This design comes from an exercise in tuning for small area on the open sky130 flow, not from production work.
Function was checked by simulation only, so behaviour that the tests miss may differ from the original.
Power and IR drop assume default switching activity.

==> flow/design.v <==
package idct_pkg;
  localparam int DEF_BITS  = 25;
  localparam int DEF_SHIFT = 13;
  localparam int INT_W     = DEF_BITS + 10;
  localparam int C39 = 39;
  localparam int C36 = 36;
  localparam int C15 = 15;
  localparam int C35 = 35;
  localparam int C2  = 2;
  localparam int C8  = 8;
  localparam int C30 = 30;
  localparam int C16 = 16;
  localparam int C6  = 6;
  localparam int C19 = 19;
  localparam int C14 = 14;
  localparam int NORM_MUL   = 43;
  localparam int NORM_SHIFT = 19;
  function automatic logic signed [63:0] saturate(input logic signed [63:0] v, input int bits);
    logic signed [63:0] hi;
    logic signed [63:0] lo;
    hi = (64'sd1 <<< (bits - 1)) - 64'sd1;
    lo = -(64'sd1 <<< (bits - 1));
    if (v > hi)      saturate = hi;
    else if (v < lo) saturate = lo;
    else             saturate = v;
  endfunction
endpackage
module rca #(parameter int W = 8) (
  input  logic [W-1:0] a,
  input  logic [W-1:0] b,
  input  logic         ci,
  output logic [W-1:0] s,
  output logic         co
);
  logic [W:0] c;
  assign c[0] = ci;
  for (genvar i = 0; i < W; i++) begin : g_fa
    assign s[i]   = a[i] ^ b[i] ^ c[i];
    assign c[i+1] = (a[i] & b[i]) | (c[i] & (a[i] ^ b[i]));
  end
  assign co = c[W];
endmodule
module idct8_serial (
  input  logic        clk,
  input  logic        rst,
  input  logic        in_valid,
  input  logic [24:0] in,
  output logic        out_valid,
  output logic        frame_start,
  output logic [24:0] O
);
  logic [2:0]  k;
  logic        primed;
  logic        pend;           
  logic [17:0] xh;             
  logic [12:0] accp_a [0:3], accq_a [0:3], sump_a [0:3], sumq_a [0:3];
  logic [20:0] accp_b [0:3], accq_b [0:3], sump_b [0:3], sumq_b [0:3];
  logic [3:0]  cp, cq, cp_q, cq_q;
  logic [20:0] obuf [1:7];
  logic [20:0] o_q;
  logic [12:0] m7_a; logic m7_c, m7_cq;
  logic [14:0] m7_b;
  logic [12:0] m9_a; logic m9_c, m9_cq;
  logic [15:0] m9_b;
  logic [12:0] m11_a; logic m11_c, m11_cq;
  logic [15:0] m11_b;
  wire [12:0] d32_a = {in[7], in[6], in[5], in[4], in[3], in[2], in[1], in[0], 1'b0, 1'b0, 1'b0, 1'b0, 1'b0};
  wire [17:0] d32_b = {xh[17], xh[17], xh[16], xh[15], xh[14], xh[13], xh[12], xh[11], xh[10], xh[9], xh[8], xh[7], xh[6], xh[5], xh[4], xh[3], xh[2], xh[1]};
  wire [12:0] d44_a = {m11_a[10], m11_a[9], m11_a[8], m11_a[7], m11_a[6], m11_a[5], m11_a[4], m11_a[3], m11_a[2], m11_a[1], m11_a[0], 1'b0, 1'b0};
  wire [17:0] d44_b = {m11_b[15], m11_b[14], m11_b[13], m11_b[12], m11_b[11], m11_b[10], m11_b[9], m11_b[8], m11_b[7], m11_b[6], m11_b[5], m11_b[4], m11_b[3], m11_b[2], m11_b[1], m11_b[0], m11_lq[12], m11_lq[11]};
  wire [12:0] d22_a = {m11_a[11], m11_a[10], m11_a[9], m11_a[8], m11_a[7], m11_a[6], m11_a[5], m11_a[4], m11_a[3], m11_a[2], m11_a[1], m11_a[0], 1'b0};
  wire [17:0] d22_b = {m11_b[15], m11_b[15], m11_b[14], m11_b[13], m11_b[12], m11_b[11], m11_b[10], m11_b[9], m11_b[8], m11_b[7], m11_b[6], m11_b[5], m11_b[4], m11_b[3], m11_b[2], m11_b[1], m11_b[0], m11_lq[12]};
  wire [12:0] d14_a = {m7_a[11], m7_a[10], m7_a[9], m7_a[8], m7_a[7], m7_a[6], m7_a[5], m7_a[4], m7_a[3], m7_a[2], m7_a[1], m7_a[0], 1'b0};
  wire [17:0] d14_b = {m7_b[14], m7_b[14], m7_b[14], m7_b[13], m7_b[12], m7_b[11], m7_b[10], m7_b[9], m7_b[8], m7_b[7], m7_b[6], m7_b[5], m7_b[4], m7_b[3], m7_b[2], m7_b[1], m7_b[0], m7_lq[12]};
  wire [12:0] d0_a = {1'b0, 1'b0, 1'b0, 1'b0, 1'b0, 1'b0, 1'b0, 1'b0, 1'b0, 1'b0, 1'b0, 1'b0, 1'b0};
  wire [17:0] d0_b = {1'b0, 1'b0, 1'b0, 1'b0, 1'b0, 1'b0, 1'b0, 1'b0, 1'b0, 1'b0, 1'b0, 1'b0, 1'b0, 1'b0, 1'b0, 1'b0, 1'b0, 1'b0};
  wire [12:0] d36_a = {m9_a[10], m9_a[9], m9_a[8], m9_a[7], m9_a[6], m9_a[5], m9_a[4], m9_a[3], m9_a[2], m9_a[1], m9_a[0], 1'b0, 1'b0};
  wire [17:0] d36_b = {m9_b[15], m9_b[14], m9_b[13], m9_b[12], m9_b[11], m9_b[10], m9_b[9], m9_b[8], m9_b[7], m9_b[6], m9_b[5], m9_b[4], m9_b[3], m9_b[2], m9_b[1], m9_b[0], m9_lq[12], m9_lq[11]};
  wire [12:0] d16_a = {in[8], in[7], in[6], in[5], in[4], in[3], in[2], in[1], in[0], 1'b0, 1'b0, 1'b0, 1'b0};
  wire [17:0] d16_b = {xh[17], xh[17], xh[17], xh[16], xh[15], xh[14], xh[13], xh[12], xh[11], xh[10], xh[9], xh[8], xh[7], xh[6], xh[5], xh[4], xh[3], xh[2]};
  wire [12:0] u11_a = {m11_a[12], m11_a[11], m11_a[10], m11_a[9], m11_a[8], m11_a[7], m11_a[6], m11_a[5], m11_a[4], m11_a[3], m11_a[2], m11_a[1], m11_a[0]};
  wire [17:0] u11_b = {m11_b[15], m11_b[15], m11_b[15], m11_b[14], m11_b[13], m11_b[12], m11_b[11], m11_b[10], m11_b[9], m11_b[8], m11_b[7], m11_b[6], m11_b[5], m11_b[4], m11_b[3], m11_b[2], m11_b[1], m11_b[0]};
  wire [12:0] ue_a = {m7_a[12], m7_a[11], m7_a[10], m7_a[9], m7_a[8], m7_a[7], m7_a[6], m7_a[5], m7_a[4], m7_a[3], m7_a[2], m7_a[1], m7_a[0]};
  wire [17:0] ue_b = {m7_b[14], m7_b[14], m7_b[14], m7_b[14], m7_b[13], m7_b[12], m7_b[11], m7_b[10], m7_b[9], m7_b[8], m7_b[7], m7_b[6], m7_b[5], m7_b[4], m7_b[3], m7_b[2], m7_b[1], m7_b[0]};
  logic [12:0] m11_lq;
  logic [12:0] m7_lq;
  logic [12:0] m9_lq;
  rca #(13) i_m7_a (.a({in[9], in[8], in[7], in[6], in[5], in[4], in[3], in[2], in[1], in[0], 1'b0, 1'b0, 1'b0}), .b({~in[12], ~in[11], ~in[10], ~in[9], ~in[8], ~in[7], ~in[6], ~in[5], ~in[4], ~in[3], ~in[2], ~in[1], ~in[0]}), .ci(1'b1), .s(m7_a), .co(m7_c));
  rca #(13) i_m9_a (.a({in[9], in[8], in[7], in[6], in[5], in[4], in[3], in[2], in[1], in[0], 1'b0, 1'b0, 1'b0}), .b({in[12], in[11], in[10], in[9], in[8], in[7], in[6], in[5], in[4], in[3], in[2], in[1], in[0]}), .ci(1'b0), .s(m9_a), .co(m9_c));
  rca #(13) i_m11_a (.a({m7_a[12], m7_a[11], m7_a[10], m7_a[9], m7_a[8], m7_a[7], m7_a[6], m7_a[5], m7_a[4], m7_a[3], m7_a[2], m7_a[1], m7_a[0]}), .b({in[10], in[9], in[8], in[7], in[6], in[5], in[4], in[3], in[2], in[1], in[0], 1'b0, 1'b0}), .ci(1'b0), .s(m11_a), .co(m11_c));
  rca #(15) i_m7_b (.a({xh[17], xh[16], xh[15], xh[14], xh[13], xh[12], xh[11], xh[10], xh[9], xh[8], xh[7], xh[6], xh[5], xh[4], xh[3]}), .b({~xh[17], ~xh[17], ~xh[17], ~xh[17], ~xh[16], ~xh[15], ~xh[14], ~xh[13], ~xh[12], ~xh[11], ~xh[10], ~xh[9], ~xh[8], ~xh[7], ~xh[6]}), .ci(m7_cq), .s(m7_b), .co());
  rca #(16) i_m9_b (.a({xh[17], xh[17], xh[16], xh[15], xh[14], xh[13], xh[12], xh[11], xh[10], xh[9], xh[8], xh[7], xh[6], xh[5], xh[4], xh[3]}), .b({xh[17], xh[17], xh[17], xh[17], xh[17], xh[16], xh[15], xh[14], xh[13], xh[12], xh[11], xh[10], xh[9], xh[8], xh[7], xh[6]}), .ci(m9_cq), .s(m9_b), .co());
  rca #(16) i_m11_b (.a({m7_b[14], m7_b[14], m7_b[13], m7_b[12], m7_b[11], m7_b[10], m7_b[9], m7_b[8], m7_b[7], m7_b[6], m7_b[5], m7_b[4], m7_b[3], m7_b[2], m7_b[1], m7_b[0]}), .b({xh[17], xh[17], xh[17], xh[16], xh[15], xh[14], xh[13], xh[12], xh[11], xh[10], xh[9], xh[8], xh[7], xh[6], xh[5], xh[4]}), .ci(m11_cq), .s(m11_b), .co());
  wire [12:0] ua = !in_valid ? '0 : k[0] ? u11_a : ue_a;
  wire [17:0] ub = !pend ? '0 : !k[0] ? u11_b : ue_b;
  logic [12:0] va0; logic naP0, naQ0;
  logic [17:0] vb0; logic nbP0, nbQ0;
  always_comb begin
    va0 = '0; naP0 = 1'b0; naQ0 = 1'b0;
    if (in_valid) case (k)
      3'd0: begin va0 = d32_a; naP0 = 1'b0; naQ0 = 1'b0; end
      3'd1: begin va0 = d44_a; naP0 = 1'b0; naQ0 = 1'b1; end
      3'd2: begin va0 = d44_a; naP0 = 1'b0; naQ0 = 1'b0; end
      3'd3: begin va0 = d32_a; naP0 = 1'b0; naQ0 = 1'b1; end
      3'd4: begin va0 = d32_a; naP0 = 1'b0; naQ0 = 1'b0; end
      3'd5: begin va0 = d22_a; naP0 = 1'b0; naQ0 = 1'b1; end
      3'd6: begin va0 = d14_a; naP0 = 1'b0; naQ0 = 1'b0; end
      3'd7: begin va0 = d0_a; naP0 = 1'b0; naQ0 = 1'b1; end
    endcase
  end
  always_comb begin
    vb0 = '0; nbP0 = 1'b0; nbQ0 = 1'b0;
    if (pend) case (k)
      3'd1: begin vb0 = d32_b; nbP0 = 1'b0; nbQ0 = 1'b0; end
      3'd2: begin vb0 = d44_b; nbP0 = 1'b0; nbQ0 = 1'b1; end
      3'd3: begin vb0 = d44_b; nbP0 = 1'b0; nbQ0 = 1'b0; end
      3'd4: begin vb0 = d32_b; nbP0 = 1'b0; nbQ0 = 1'b1; end
      3'd5: begin vb0 = d32_b; nbP0 = 1'b0; nbQ0 = 1'b0; end
      3'd6: begin vb0 = d22_b; nbP0 = 1'b0; nbQ0 = 1'b1; end
      3'd7: begin vb0 = d14_b; nbP0 = 1'b0; nbQ0 = 1'b0; end
      3'd0: begin vb0 = d0_b; nbP0 = 1'b0; nbQ0 = 1'b1; end
    endcase
  end
  logic [12:0] ma0; logic [17:0] mh0; logic cm0, cm0_q;
  rca #(13) i_pp0_a (.a(ua), .b(va0), .ci(1'b0), .s(ma0), .co(cm0));
  rca #(18) i_pp0_b (.a(ub), .b(vb0), .ci(cm0_q), .s(mh0), .co());
  wire [20:0] mb0 = {{3{mh0[17]}}, mh0};
  logic [12:0] va1; logic naP1, naQ1;
  logic [17:0] vb1; logic nbP1, nbQ1;
  always_comb begin
    va1 = '0; naP1 = 1'b0; naQ1 = 1'b0;
    if (in_valid) case (k)
      3'd0: begin va1 = d32_a; naP1 = 1'b0; naQ1 = 1'b0; end
      3'd1: begin va1 = d36_a; naP1 = 1'b0; naQ1 = 1'b1; end
      3'd2: begin va1 = d14_a; naP1 = 1'b0; naQ1 = 1'b0; end
      3'd3: begin va1 = d0_a; naP1 = 1'b1; naQ1 = 1'b0; end
      3'd4: begin va1 = d32_a; naP1 = 1'b1; naQ1 = 1'b1; end
      3'd5: begin va1 = d44_a; naP1 = 1'b1; naQ1 = 1'b0; end
      3'd6: begin va1 = d44_a; naP1 = 1'b1; naQ1 = 1'b1; end
      3'd7: begin va1 = d16_a; naP1 = 1'b1; naQ1 = 1'b0; end
    endcase
  end
  always_comb begin
    vb1 = '0; nbP1 = 1'b0; nbQ1 = 1'b0;
    if (pend) case (k)
      3'd1: begin vb1 = d32_b; nbP1 = 1'b0; nbQ1 = 1'b0; end
      3'd2: begin vb1 = d36_b; nbP1 = 1'b0; nbQ1 = 1'b1; end
      3'd3: begin vb1 = d14_b; nbP1 = 1'b0; nbQ1 = 1'b0; end
      3'd4: begin vb1 = d0_b; nbP1 = 1'b1; nbQ1 = 1'b0; end
      3'd5: begin vb1 = d32_b; nbP1 = 1'b1; nbQ1 = 1'b1; end
      3'd6: begin vb1 = d44_b; nbP1 = 1'b1; nbQ1 = 1'b0; end
      3'd7: begin vb1 = d44_b; nbP1 = 1'b1; nbQ1 = 1'b1; end
      3'd0: begin vb1 = d16_b; nbP1 = 1'b1; nbQ1 = 1'b0; end
    endcase
  end
  logic [12:0] ma1; logic [17:0] mh1; logic cm1, cm1_q;
  rca #(13) i_pp1_a (.a(ua), .b(va1), .ci(1'b0), .s(ma1), .co(cm1));
  rca #(18) i_pp1_b (.a(ub), .b(vb1), .ci(cm1_q), .s(mh1), .co());
  wire [20:0] mb1 = {{3{mh1[17]}}, mh1};
  logic [12:0] va2; logic naP2, naQ2;
  logic [17:0] vb2; logic nbP2, nbQ2;
  always_comb begin
    va2 = '0; naP2 = 1'b0; naQ2 = 1'b0;
    if (in_valid) case (k)
      3'd0: begin va2 = d32_a; naP2 = 1'b0; naQ2 = 1'b0; end
      3'd1: begin va2 = d16_a; naP2 = 1'b0; naQ2 = 1'b1; end
      3'd2: begin va2 = d14_a; naP2 = 1'b1; naQ2 = 1'b1; end
      3'd3: begin va2 = d44_a; naP2 = 1'b1; naQ2 = 1'b0; end
      3'd4: begin va2 = d32_a; naP2 = 1'b1; naQ2 = 1'b1; end
      3'd5: begin va2 = d0_a; naP2 = 1'b0; naQ2 = 1'b1; end
      3'd6: begin va2 = d44_a; naP2 = 1'b0; naQ2 = 1'b0; end
      3'd7: begin va2 = d36_a; naP2 = 1'b0; naQ2 = 1'b1; end
    endcase
  end
  always_comb begin
    vb2 = '0; nbP2 = 1'b0; nbQ2 = 1'b0;
    if (pend) case (k)
      3'd1: begin vb2 = d32_b; nbP2 = 1'b0; nbQ2 = 1'b0; end
      3'd2: begin vb2 = d16_b; nbP2 = 1'b0; nbQ2 = 1'b1; end
      3'd3: begin vb2 = d14_b; nbP2 = 1'b1; nbQ2 = 1'b1; end
      3'd4: begin vb2 = d44_b; nbP2 = 1'b1; nbQ2 = 1'b0; end
      3'd5: begin vb2 = d32_b; nbP2 = 1'b1; nbQ2 = 1'b1; end
      3'd6: begin vb2 = d0_b; nbP2 = 1'b0; nbQ2 = 1'b1; end
      3'd7: begin vb2 = d44_b; nbP2 = 1'b0; nbQ2 = 1'b0; end
      3'd0: begin vb2 = d36_b; nbP2 = 1'b0; nbQ2 = 1'b1; end
    endcase
  end
  logic [12:0] ma2; logic [17:0] mh2; logic cm2, cm2_q;
  rca #(13) i_pp2_a (.a(ua), .b(va2), .ci(1'b0), .s(ma2), .co(cm2));
  rca #(18) i_pp2_b (.a(ub), .b(vb2), .ci(cm2_q), .s(mh2), .co());
  wire [20:0] mb2 = {{3{mh2[17]}}, mh2};
  logic [12:0] va3; logic naP3, naQ3;
  logic [17:0] vb3; logic nbP3, nbQ3;
  always_comb begin
    va3 = '0; naP3 = 1'b0; naQ3 = 1'b0;
    if (in_valid) case (k)
      3'd0: begin va3 = d32_a; naP3 = 1'b0; naQ3 = 1'b0; end
      3'd1: begin va3 = d0_a; naP3 = 1'b0; naQ3 = 1'b1; end
      3'd2: begin va3 = d44_a; naP3 = 1'b1; naQ3 = 1'b1; end
      3'd3: begin va3 = d22_a; naP3 = 1'b1; naQ3 = 1'b0; end
      3'd4: begin va3 = d32_a; naP3 = 1'b0; naQ3 = 1'b0; end
      3'd5: begin va3 = d32_a; naP3 = 1'b0; naQ3 = 1'b1; end
      3'd6: begin va3 = d14_a; naP3 = 1'b1; naQ3 = 1'b1; end
      3'd7: begin va3 = d44_a; naP3 = 1'b1; naQ3 = 1'b0; end
    endcase
  end
  always_comb begin
    vb3 = '0; nbP3 = 1'b0; nbQ3 = 1'b0;
    if (pend) case (k)
      3'd1: begin vb3 = d32_b; nbP3 = 1'b0; nbQ3 = 1'b0; end
      3'd2: begin vb3 = d0_b; nbP3 = 1'b0; nbQ3 = 1'b1; end
      3'd3: begin vb3 = d44_b; nbP3 = 1'b1; nbQ3 = 1'b1; end
      3'd4: begin vb3 = d22_b; nbP3 = 1'b1; nbQ3 = 1'b0; end
      3'd5: begin vb3 = d32_b; nbP3 = 1'b0; nbQ3 = 1'b0; end
      3'd6: begin vb3 = d32_b; nbP3 = 1'b0; nbQ3 = 1'b1; end
      3'd7: begin vb3 = d14_b; nbP3 = 1'b1; nbQ3 = 1'b1; end
      3'd0: begin vb3 = d44_b; nbP3 = 1'b1; nbQ3 = 1'b0; end
    endcase
  end
  logic [12:0] ma3; logic [17:0] mh3; logic cm3, cm3_q;
  rca #(13) i_pp3_a (.a(ua), .b(va3), .ci(1'b0), .s(ma3), .co(cm3));
  rca #(18) i_pp3_b (.a(ub), .b(vb3), .ci(cm3_q), .s(mh3), .co());
  wire [20:0] mb3 = {{3{mh3[17]}}, mh3};
  logic [12:0] maj [0:3];
  logic [20:0] mbj [0:3];
  logic naPj [0:3], naQj [0:3], nbPj [0:3], nbQj [0:3];
  assign maj[0] = ma0; assign mbj[0] = mb0; assign naPj[0] = naP0; assign naQj[0] = naQ0; assign nbPj[0] = nbP0; assign nbQj[0] = nbQ0;
  assign maj[1] = ma1; assign mbj[1] = mb1; assign naPj[1] = naP1; assign naQj[1] = naQ1; assign nbPj[1] = nbP1; assign nbQj[1] = nbQ1;
  assign maj[2] = ma2; assign mbj[2] = mb2; assign naPj[2] = naP2; assign naQj[2] = naQ2; assign nbPj[2] = nbP2; assign nbQj[2] = nbQ2;
  assign maj[3] = ma3; assign mbj[3] = mb3; assign naPj[3] = naP3; assign naQj[3] = naQ3; assign nbPj[3] = nbP3; assign nbQj[3] = nbQ3;
  wire first_a = in_valid && (k == 3'd0);
  wire first_b = pend && (k == 3'd1);
  for (genvar j = 0; j < 4; j++) begin : g_acc
    rca #(13) i_pa (.a(first_a ? 13'd0 : accp_a[j]), .b(maj[j] ^ {13{naPj[j]}}), .ci(naPj[j]), .s(sump_a[j]), .co(cp[j]));
    rca #(13) i_qa (.a(first_a ? 13'd0 : accq_a[j]), .b(maj[j] ^ {13{naQj[j]}}), .ci(naQj[j]), .s(sumq_a[j]), .co(cq[j]));
    rca #(21) i_pb (.a(first_b ? 21'd0 : accp_b[j]), .b(mbj[j] ^ {21{nbPj[j]}}), .ci(cp_q[j]), .s(sump_b[j]), .co());
    rca #(21) i_qb (.a(first_b ? 21'd0 : accq_b[j]), .b(mbj[j] ^ {21{nbQj[j]}}), .ci(cq_q[j]), .s(sumq_b[j]), .co());
  end
  always_ff @(posedge clk) begin
    if (rst) begin
      k           <= '0;
      primed      <= 1'b0;
      out_valid   <= 1'b0;
      frame_start <= 1'b0;
    end else if (in_valid) begin
      k           <= k + 3'd1;
      out_valid   <= primed;
      frame_start <= primed && (k == 3'd0);
      if (k == 3'd7) primed <= 1'b1;
    end else begin
      out_valid   <= 1'b0;
      frame_start <= 1'b0;
    end
  end
  always_ff @(posedge clk) begin
    pend <= in_valid;
    xh   <= in[24:7];
    m7_cq <= m7_c;
    m9_cq <= m9_c;
    m11_cq <= m11_c;
    cm0_q <= cm0;
    cm1_q <= cm1;
    cm2_q <= cm2;
    cm3_q <= cm3;
    m11_lq[11] <= m11_a[11];
    m11_lq[12] <= m11_a[12];
    m7_lq[12] <= m7_a[12];
    m9_lq[11] <= m9_a[11];
    m9_lq[12] <= m9_a[12];
    cp_q <= cp;
    cq_q <= cq;
    for (int j = 0; j < 4; j++) begin
      accp_a[j] <= sump_a[j];
      accq_a[j] <= sumq_a[j];
      accp_b[j] <= sump_b[j];
      accq_b[j] <= sumq_b[j];
    end
    if (in_valid && k == 3'd0) begin
      obuf[7] <= sumq_b[0];
      for (int j = 1; j < 4; j++) begin
        obuf[j]     <= sump_b[j];
        obuf[7 - j] <= sumq_b[j];
      end
    end
  end
  always_comb begin
    case (k)
      3'd1:    o_q = accp_b[0];
      3'd2:    o_q = obuf[1];
      3'd3:    o_q = obuf[2];
      3'd4:    o_q = obuf[3];
      3'd5:    o_q = obuf[4];
      3'd6:    o_q = obuf[5];
      3'd7:    o_q = obuf[6];
      default: o_q = obuf[7];
    endcase
  end
  assign O = {{4{o_q[20]}}, o_q};
endmodule
==> flow/flow/run.sh <==
#!/bin/bash
# Layout flow: the standard ORFS flow (standard.sh, unchanged synthesis),
# with two changes to the cells the layout steps insert:
#  - port buffers are sky130_fd_sc_hd__buf_1 (every port still gets one)
#  - clock tree synthesis uses clkbuf_4 clusters and adds no dummy loads
# make's full output goes to standard.log; ORFS keeps each step's log under orfs/logs.
set -euo pipefail
cat >> config.mk <<'EOT'
export BUFFER_PORTS_ARGS = -buffer_cell sky130_fd_sc_hd__buf_1
export CTS_ARGS = -sink_clustering_enable -repair_clock_nets -dont_use_dummy_load -buf_list sky130_fd_sc_hd__clkbuf_4 -sink_clustering_size 10 -sink_clustering_max_diameter 50
EOT
bash standard.sh > standard.log 2>&1
==> flow/standard.sh <==
#!/bin/bash
# synth_recipe.tcl (not shown) runs the flow's synth.tcl, then flattens the netlist and writes it again
# the make line also repeats each setting of config.mk as NAME=value (left out here)
make -C /OpenROAD-flow-scripts/flow DESIGN_CONFIG=/design/flow/config.mk WORK_HOME=/design/flow/orfs CLKGATE_MAP_FILE= SYNTH_SCRIPT=/design/flow/synth_recipe.tcl "${@:-finish}"
==> flow/config.mk <==
export PLATFORM = sky130hd
export DESIGN_NAME = idct8_serial
export DESIGN_NICKNAME = idct8_serial
export VERILOG_FILES = /design/flow/design.v
export SDC_FILE = /design/flow/constraint.sdc
export NUM_CORES = 4
export LEC_CHECK = 0
export ABC_AREA = 1
export CAP_MARGIN = 20
export CORE_MARGIN = 2
export CORE_UTILIZATION = 65
export SLEW_MARGIN = 20
export BUFFER_PORTS_ARGS = -buffer_cell sky130_fd_sc_hd__buf_1
export CTS_ARGS = -sink_clustering_enable -repair_clock_nets -dont_use_dummy_load -buf_list sky130_fd_sc_hd__clkbuf_4 -sink_clustering_size 10 -sink_clustering_max_diameter 50
==> flow/constraint.sdc <==
create_clock -name core_clock -period 15.0 [get_ports {clk}]
set_input_delay 3.0000 -clock core_clock [delete_from_list [all_inputs] [get_ports {clk}]]
set_output_delay 3.0000 -clock core_clock [all_outputs]
set_load 0.01 [all_outputs]
==> summary.md, run 1 <==
| Metric | Value |
|---|---|
| Average routed wire per standard cell | 22.11 µm |
| 1st-iter DRT viols | 2156 |
| Total negative slack | 0 ns |
| Synth Area in Compound Gates | 0.07964 |
| Gate Count Post-Synth | 2876 |
| Fin crit period | 13.55 ns |
| Synthesis-to-layout area growth | 3.240% |
| Syn nets | 3359 |
| Share of cells above drive strength 1 | 0.04891 |
| Total wire length | 77030 µm |
| Largest cells by area after synthesis | fa_1 30%, dfxtp_1 21%, edfxtp_1 15% |
| Final setup margin | 1.448 ns |
| Status | no timing/DRC/antenna violations |
| VDD IR max | 0.0001494 V |
| Synth Area per Inst | 10.31 µm² |
| Clock slew at reported path FFs | 0.11 ns |
| Via count | 20180 |
| Die Y | 217.6 µm |
| Cell Rows | 78 |
| Worst Hold Depth | 2 |
| Yosys reg bits | 463 |
| Max-Cap Viols | 0 |
| Hpwl dp | 57170 µm |
| Xor/xnor share of the synthesized area | 0.06259 |
| Syn. warnings | 27 |
| Die Area | 47360 µm² |
| Die X | 217.6 µm |
| Worst-case clock buffer depth | 3 |
| Clock Tree Root | clkbuf_4 |
| Final setup viols | 0 |
| Fin cells | 3484 |
| RSZ-0062 raised after global routing | false |
| Post-synth top cells | 653 x nand2_1, 453 x inv_1, 441 x fa_1 |
| CP Class | reg2reg |
| Synth Cell Area | 29660 µm² |
| HP Class | reg2reg |
| Seq/Total Area, Yosys | 0.3621 |
| Fin nets | 3368 |
| Routed Antenna Nets | 0 |
| GP Congestion | 0.9538 |
| Largest net degree at the start of global routing | 74 |
| Worst r2r dst | obuf[7][20] |
| Initial antenna violation count | 2 |
| Resized cells post-CTS | 0 |
| Pwr Density | 229.3 nW/µm² |
| H-tree depth | 2 |
| Count of cell types in the netlist | 46 |
| Inst Count DP | 3428 |
| Largest family of logic cells by synthesized area | adder cells |
| GR Util All Layers | 0.3425 |
| RR Startpoint | k[0] |
| Pre-antenna DRT Iters | 6 |
| Hold_sp | primed |
| Worst-case reg-to-reg path depth | 36 |
| EDFF count, synth | 147 |
| Dpl ws | 1.411 ns |
| Vias/cell | 5.793 |
| Simple-gate share of the synthesized area | 0.1103 |
| Max stage delay on crit path | 0.54 ns |
| Filler cells | 3518 |
| IO Pins | 55 |
| CP Capture Type | flop |
| Max FO, Critical Path | 30 |
| Core area | 45190 µm² |
| Max-slew violations | 0 |
| Clock latency (worst-skew pair) | 0.82 ns |
| First-pass GRT wire length | 122700 µm |
| Multiplexer share of the synthesized area | 0 |
| FFs w/ async S/R, synth | 0 |
| Worst Skew | 0.06345 ns |
| Sinks on Clock Net | 463 |
| Area leader, netlist | fa_1 |
| Slew headroom | 0.3074 |
| TritonCTS clock tree | built |
| Input/output buffers | 54 |
| Gr ovfl total | 0 |
| Achievable frequency | 73.79 MHz |
| Period utilization | 0.9034 |
| CP max stage cell | fa_1 |
| Top cell by count, worst path | fa_1 |
| WP data arrival | 14.12 ns |
| Worst-Margin Slew | 1.028 ns |
| Final hold vios | 0 |
| CTS buffer count | 55 |
| Critical path required time | 15.57 ns |
| Top-count cell post-synth | nand2_1 |
| Post-CTS setup repair buffer count | 0 |
| Post-synth top area share | 0.2976 |
| Starting Density | 0.6565 |
| Dominant synthesized flop cell | dfxtp_1 |
| Pleak | 0.01334 µW |
| DRC Markers | 0 |
| Hold Path Sink | out_valid |
| Crit path launch type | flop |
| Hold-fix buffer count after cts | 0 |
| Vias in the first global route | 21530 |
| Synth Area in Adders | 0.3035 |
| Reg2Reg Setup Slack | 1.45 ns |
area by class of cell:
type | instances | area, µm² | area share
flip-flops and latches | 463 | 10740 | 0.3507
well taps | 600 | 750.7 | 0.02451
inverters | 474 | 1784 | 0.05826
diodes | 1 | 2.502 | 0.00008171
clock buffers | 55 | 412.9 | 0.01348
repair buffers | 80 | 399.1 | 0.01303
multi-input cells | 1811 | 16530 | 0.5399
layout by cell type (no fill, tap or decap), drive strengths merged:
| master | count |
|---|---|
| nand2 | 667 |
| xnor2 | 76 |
| clkbuf | 56 |
| a22o | 3 |
| buf | 79 |
| a22oi | 25 |
| o2111ai | 22 |
| o31ai | 1 |
| clkinv | 3 |
| xor2 | 136 |
| o21ai | 77 |
| a21oi | 87 |
| a31oi | 5 |
| nand4 | 20 |
| fa | 441 |
| o221ai | 38 |
| a32o | 13 |
| or2 | 1 |
| nand3 | 50 |
| nor2 | 46 |
| dfxtp | 316 |
| nand3b | 2 |
| diode | 1 |
| edfxtp | 147 |
| o211ai | 21 |
| inv | 471 |
| a211oi | 19 |
| a31o | 1 |
| nor3 | 4 |
| a221oi | 23 |
| o22ai | 19 |
| ha | 14 |
state kept, by name (all words and copies together) (netlist names), 2 cells and up:
name    count
accp_a     52
cq_q        4
cp_q        4
accq_b     84
xh         17
k           3
accq_a     52
accp_b     84
obuf      147
m11_lq      2
m9_lq       2
cells by family after synthesis:
kind of cell,Yosys count
buffers and inverters,602
xor gates and xnor gates,212
DFF,463
AOI/OAI and AO/OA,354
and+or+nand+nor,790
adders and majority gates,455
where the power goes:
part	leakage, µW	total, µW	switching (µW)	internal, µW
clock	0.000253	569	401	168
sequential	0.00404	2480	204	2280
combinational	0.00905	3970	2460	1520
total	0.0133	7020	3060	3960
critical path: cells and delay by family (launching register included):
kind                       cells  cell delay [ns]
buffers and inverters          6             1.22
xor gates and xnor gates       2             0.48
adders and majority gates     22            10.15
DFF                            1             0.46
AOI/OAI and AO/OA              2             0.39
and+or+nand+nor                4             0.63
routing by layer:
metal	GRT usage	share of wire	vias up
li1	-	-	9012
met1	0.4999	0.43	10050
met2	0.5234	0.45	973
met3	0.06806	0.089	153
met4	0.1066	0.031	0
met5	0	0	-
through the flow:
stage	hold slack [ns]	instance area, µm²	power (µW)	util
6_report	0.4886	30620	7022	0.6777
3_3_place_gp	0.4580	30210	6225	0.6686
4_1_cts	0.4866	30620	7071	0.6777
5_1_grt	0.5240	30620	7754	0.6777
3_5_place_dp	0.4617	30210	6483	0.6686
2_1_floorplan	0.4420	29660	5304	-
worst max path at each step:
| stage | slack (ns) | endpoint | from | cells past startpoint |
|---|---|---|---|---|
| CTS | 1.47 | obuf[7][20] | k[0] | 36 |
| finish | 1.45 | obuf[7][20] | k[0] | 36 |
| global placement | 1.75 | obuf[7][20] | k[0] | 36 |
| floorplan | 1.51 | accp_a[0][12] | in_valid | 22 |
| detailed placement | 1.41 | obuf[7][20] | k[0] | 36 |
| global route | 0.89 | obuf[7][20] | k[0] | 36 |
==> run 2: changes to the inputs <==
--- a/flow/config.mk
+++ b/flow/config.mk
@@ -8,7 +8,7 @@
 export ABC_AREA = 1
 export CAP_MARGIN = 20
 export CORE_MARGIN = 2
-export CORE_UTILIZATION = 65
+export CORE_UTILIZATION = 72
 export SLEW_MARGIN = 20
 export BUFFER_PORTS_ARGS = -buffer_cell sky130_fd_sc_hd__buf_1
 export CTS_ARGS = -sink_clustering_enable -repair_clock_nets -dont_use_dummy_load -buf_list sky130_fd_sc_hd__clkbuf_4 -sink_clustering_size 10 -sink_clustering_max_diameter 50
==> run 2 against run 1 <==
Sequential share of layout area hardly changed. Worst hold slack better by 0.00096 ns. Critical path depth unchanged. Via count grew 2.5%. Largest cell class unchanged. Setup slack better by 0.068 ns. Clock power barely moved. Core utilization up 7.3 points.
==> summary.md, run 2 <==
| Metric | Value |
|---|---|
| Status | no timing/DRC/antenna violations |
| VDD IR max | 0.0001479 V (-1.0%) |
| Combinational share of power | 0.565 (about the same) |
| Critical path required time | 15.59 ns (+0.02 ns) |
| Final hold vios | 0 (unchanged) |
| Worst Skew | 0.06862 ns (+0.005170 ns) |
| Vias in the first global route | 21610 (+0.34%) |
| Resized cells post-CTS | 0 (unchanged) |
| Max stage delay on crit path | 0.64 ns (+0.10 ns) |
| Share of cells above drive strength 1 | 0.04957 (+0.0006593) |
| CP Capture Type | flop |
| Hpwl dp | 56670 µm (-0.89%) |
| Post-synth top area share | 0.2976 (unchanged) |
| Core area | 40740 µm² (-9.8%) |
| Average routed wire per standard cell | 22.51 µm (+1.8%) |
| CP Class | reg2reg |
| Clk pwr share | 0.081 (about the same) |
| Worst-Margin Slew | 1.097 ns (+0.06869 ns) |
| 1st-iter DRT viols | 2134 (-1.0%) |
| Max FO, Critical Path | 30 (unchanged) |
| Most common cell after layout, fill and taps aside | nand2_1 |
| CTS buffer count | 55 (unchanged) |
| Period utilization | 0.8989 (-0.004538) |
| Input/output buffers | 54 (unchanged) |
| Fin crit period | 13.48 ns (-0.06807 ns) |
| Dominant synthesized flop cell | dfxtp_1 |
| GP Congestion | 1.013 (+6.2%) |
| Crit path launch type | flop |
| Pwr Density | 229.6 nW/µm² (+0.11%) |
| Largest regs | obuf: 147 flops, accp_b: 84 flops, accq_b: 84 flops |
| First-pass GRT wire length | 120500 µm (-1.7%) |
| DRC Markers | 0 (unchanged) |
| Design area | 30590 µm² (-0.13%) |
| Post-CTS setup repair buffer count | 0 (unchanged) |
| Max-Cap Viols | 0 (unchanged) |
| Top-count cell post-synth | nand2_1 |
| WP data arrival | 14.07 ns (-0.05 ns) |
| TritonCTS clock tree | built |
| Most frequent cells in the layout | 652 x nand2_1, 452 x inv_1, 441 x fa_1, 316 x dfxtp_1, 147 x edfxtp_1 |
| Starting Density | 0.7281 (+0.07166) |
| Routed Antenna Nets | 0 (unchanged) |
| Clock slew at reported path FFs | 0.10 ns (about the same) |
| Cell Rows | 74 (-5.1%) |
| Max-slew violations | 0 (unchanged) |
| Largest cells by area after synthesis | fa_1 30%, dfxtp_1 21%, edfxtp_1 15% |
| EDFF count, synth | 147 (unchanged) |
| RSZ-0062 raised after global routing | false |
| FFs w/ async S/R, synth | 0 (unchanged) |
| Via count | 20700 (+2.5%) |
| Clock latency (worst-skew pair) | 0.84 ns (+0.02 ns) |
| Share of power burned in registers | 0.354 (about the same) |
| Psw | 3067 µW (+0.13%) |
| Die Area | 42840 µm² (-9.5%) |
| Reg with most FFs | obuf |
| Gate Count Post-Synth | 2876 (unchanged) |
| Yosys reg bits | 463 (unchanged) |
| Max reg flops | 147 (unchanged) |
| Internal | 3955 µW (-0.13%) |
| Count of cell types in the netlist | 46 (unchanged) |
| Placed cell area | 30140 µm² (-0.24%) |
| Synth Cell Area | 29660 µm² (unchanged) |
| Die Y | 207.0 µm (-4.9%) |
| Synth Area per Inst | 10.31 µm² (unchanged) |
| Slew headroom | 0.2681 (-0.03934) |
| Syn nets | 3359 (unchanged) |
| Clock Tree Root | clkbuf_4 |
| Syn. warnings | 27 (unchanged) |
| IO Pins | 55 (unchanged) |
| Worst-case clock buffer depth | 3 (unchanged) |
| Vias/cell | 6.051 (+4.5%) |
| H-tree depth | 2 (unchanged) |
| CP max stage cell | dfxtp_1 |
| Area leader, netlist | fa_1 |
| Hold-fix buffer count after cts | 0 (unchanged) |
| Gr ovfl total | 0 (unchanged) |
| Top cell by count, worst path | fa_1 |
| GR Util All Layers | 0.3782 (+0.03568) |
| Total negative slack | 0 ns (unchanged) |
| Pre-antenna DRT Iters | 7 (+1) |
| Synthesis-to-layout area growth | 3.109% |
| Die X | 207.0 µm (-4.9%) |
| Pleak | 0.01336 µW (+0.14%) |
| Final setup viols | 0 (unchanged) |
| Post-synth top cells | 653 x nand2_1, 453 x inv_1, 441 x fa_1 |
| Sinks on Clock Net | 463 (unchanged) |
| Seq/Total Area, Yosys | 0.3621 (unchanged) |
| Achievable frequency | 74.17 MHz (+0.50%) |
| Initial antenna violation count | 3 (+1) |
| HP Class | reg2reg |
| Total wire length | 77000 µm (about the same) |
| Largest net degree at the start of global routing | 86 (+16%) |
| Switching share of power | 0.4368 (+0.0006411) |
| Fin nets | 3370 (+0.059%) |
run 2: cell count changes in the layout (fill, tap and decap cells not counted):
cell	delta
buf_4	+1
nor3_2	-1
nor3_4	+1
diode_2	+2
buf_16	+1
run 2: critical path: cells and delay by family (launching register included):
| kind | cells | cell delay [ns] |
|---|---|---|
| XOR/XNOR | 2 | 0.43 |
| flip-flops | 1 | 0.64 |
| buffers and inverters | 6 | 0.89 |
| AND/OR/NAND/NOR | 4 | 0.65 |
| adder cells (fa/ha/maj) | 22 | 10.28 |
| AO/OA/AOI/OAI | 2 | 0.38 |
run 2: layout make-up:
class,instances,area (µm²)
diodes,3,7.507
clock buffers,55,412.9
fillers,2871,10150
inverters,474,1784
multi-input cells,1811,16540
flip-flops and latches,463,10740
well taps,532,665.6
repair buffers,82,434.2
run 2: routing by layer:
| layer | up-vias | share of wire | track usage | wire [µm] |
|---|---|---|---|---|
| met5 | - | 0.00032 | 0 | 25 |
| met3 | 275 | 0.11 | 0.09262 | 8778 |
| met1 | 10170 | 0.39 | 0.5269 | 29680 |
| li1 | 9032 | - | - | - |
| met4 | 4 | 0.048 | 0.1575 | 3726 |
| met2 | 1219 | 0.45 | 0.5757 | 34780 |
run 2: per-stage QoR:
stage / util / total power [µW] / hold WS (ns) / instances / setup slack [ns]
2_1_floorplan: - / 5304 / 0.4420 / 2876 / 1.506
3_3_place_gp: 0.7396 / 6161 / 0.4615 / 3361 / 1.666
3_5_place_dp: 0.7398 / 6467 / 0.4659 / 3361 / 1.575
4_1_cts: 0.7499 / 7040 / 0.4914 / 3416 / 1.592
5_1_grt: 0.7507 / 7721 / 0.5216 / 3419 / 0.9952
6_report: 0.7508 / 7021 / 0.4896 / 3420 / 1.517
run 2: final timing paths:
| check | startpoint | end | slack [ns] | cells after the start |
|---|---|---|---|---|
| worst max register to register | k[0] | obuf[7][20] | 1.52 | 36 |
| worst max-delay path | k[0] | obuf[7][20] | 1.52 | 36 |
| worst min-delay path | primed | primed | 0.49 | 2 |
| worst min register to register | primed | primed | 0.49 | 2 |
run 2: power by group through the flow:
stage / clock network (µW) / registers [µW] / logic (µW)
6_report: 570 / 2480 / 3970
5_1_grt: 621 / 2530 / 4570
4_1_cts: 577 / 2480 / 3980
3_5_place_dp: 0 / 2500 / 3960
3_3_place_gp: 0 / 2480 / 3680
2_1_floorplan: 0 / 2440 / 2870
run 2: cells by family after synthesis:
kind of cell / after synthesis / synth area share
compound gates: 354 / 0.07964
xor+xnor: 212 / 0.06259
fa+ha+maj: 455 / 0.3035
buf+inv: 602 / 0.08187
flops: 463 / 0.3621
simple gates: 790 / 0.1103

[re-timing with driven ports]
The results above use ideal ports. As a check the final layouts listed here were re-extracted and re-timed, cells and wires unchanged. Step 1, drivers: a clkbuf_16 drives clk and a buf_2 each remaining input, both assumed. Step 2 times the ports against the registers' clock, not the clock port: input delays grow and output delays shrink by t, the midpoint of the rising clock arrivals with the driver on. Slacks: ideal ports / drivers / drivers and shift; pairs: ideal ports / drivers.
run | t (ns) | slack for setup (ns) | worst setup path at the end | slew at the worst register clock pin (ns)
run 1 | 0.840 | 1.448 / 1.448 / 1.448 | register to register | 0.12 / 0.12
run 2 | 0.861 | 1.517 / 1.517 / 1.517 | register to register | 0.12 / 0.12
After both steps every run listed still meets setup and hold.
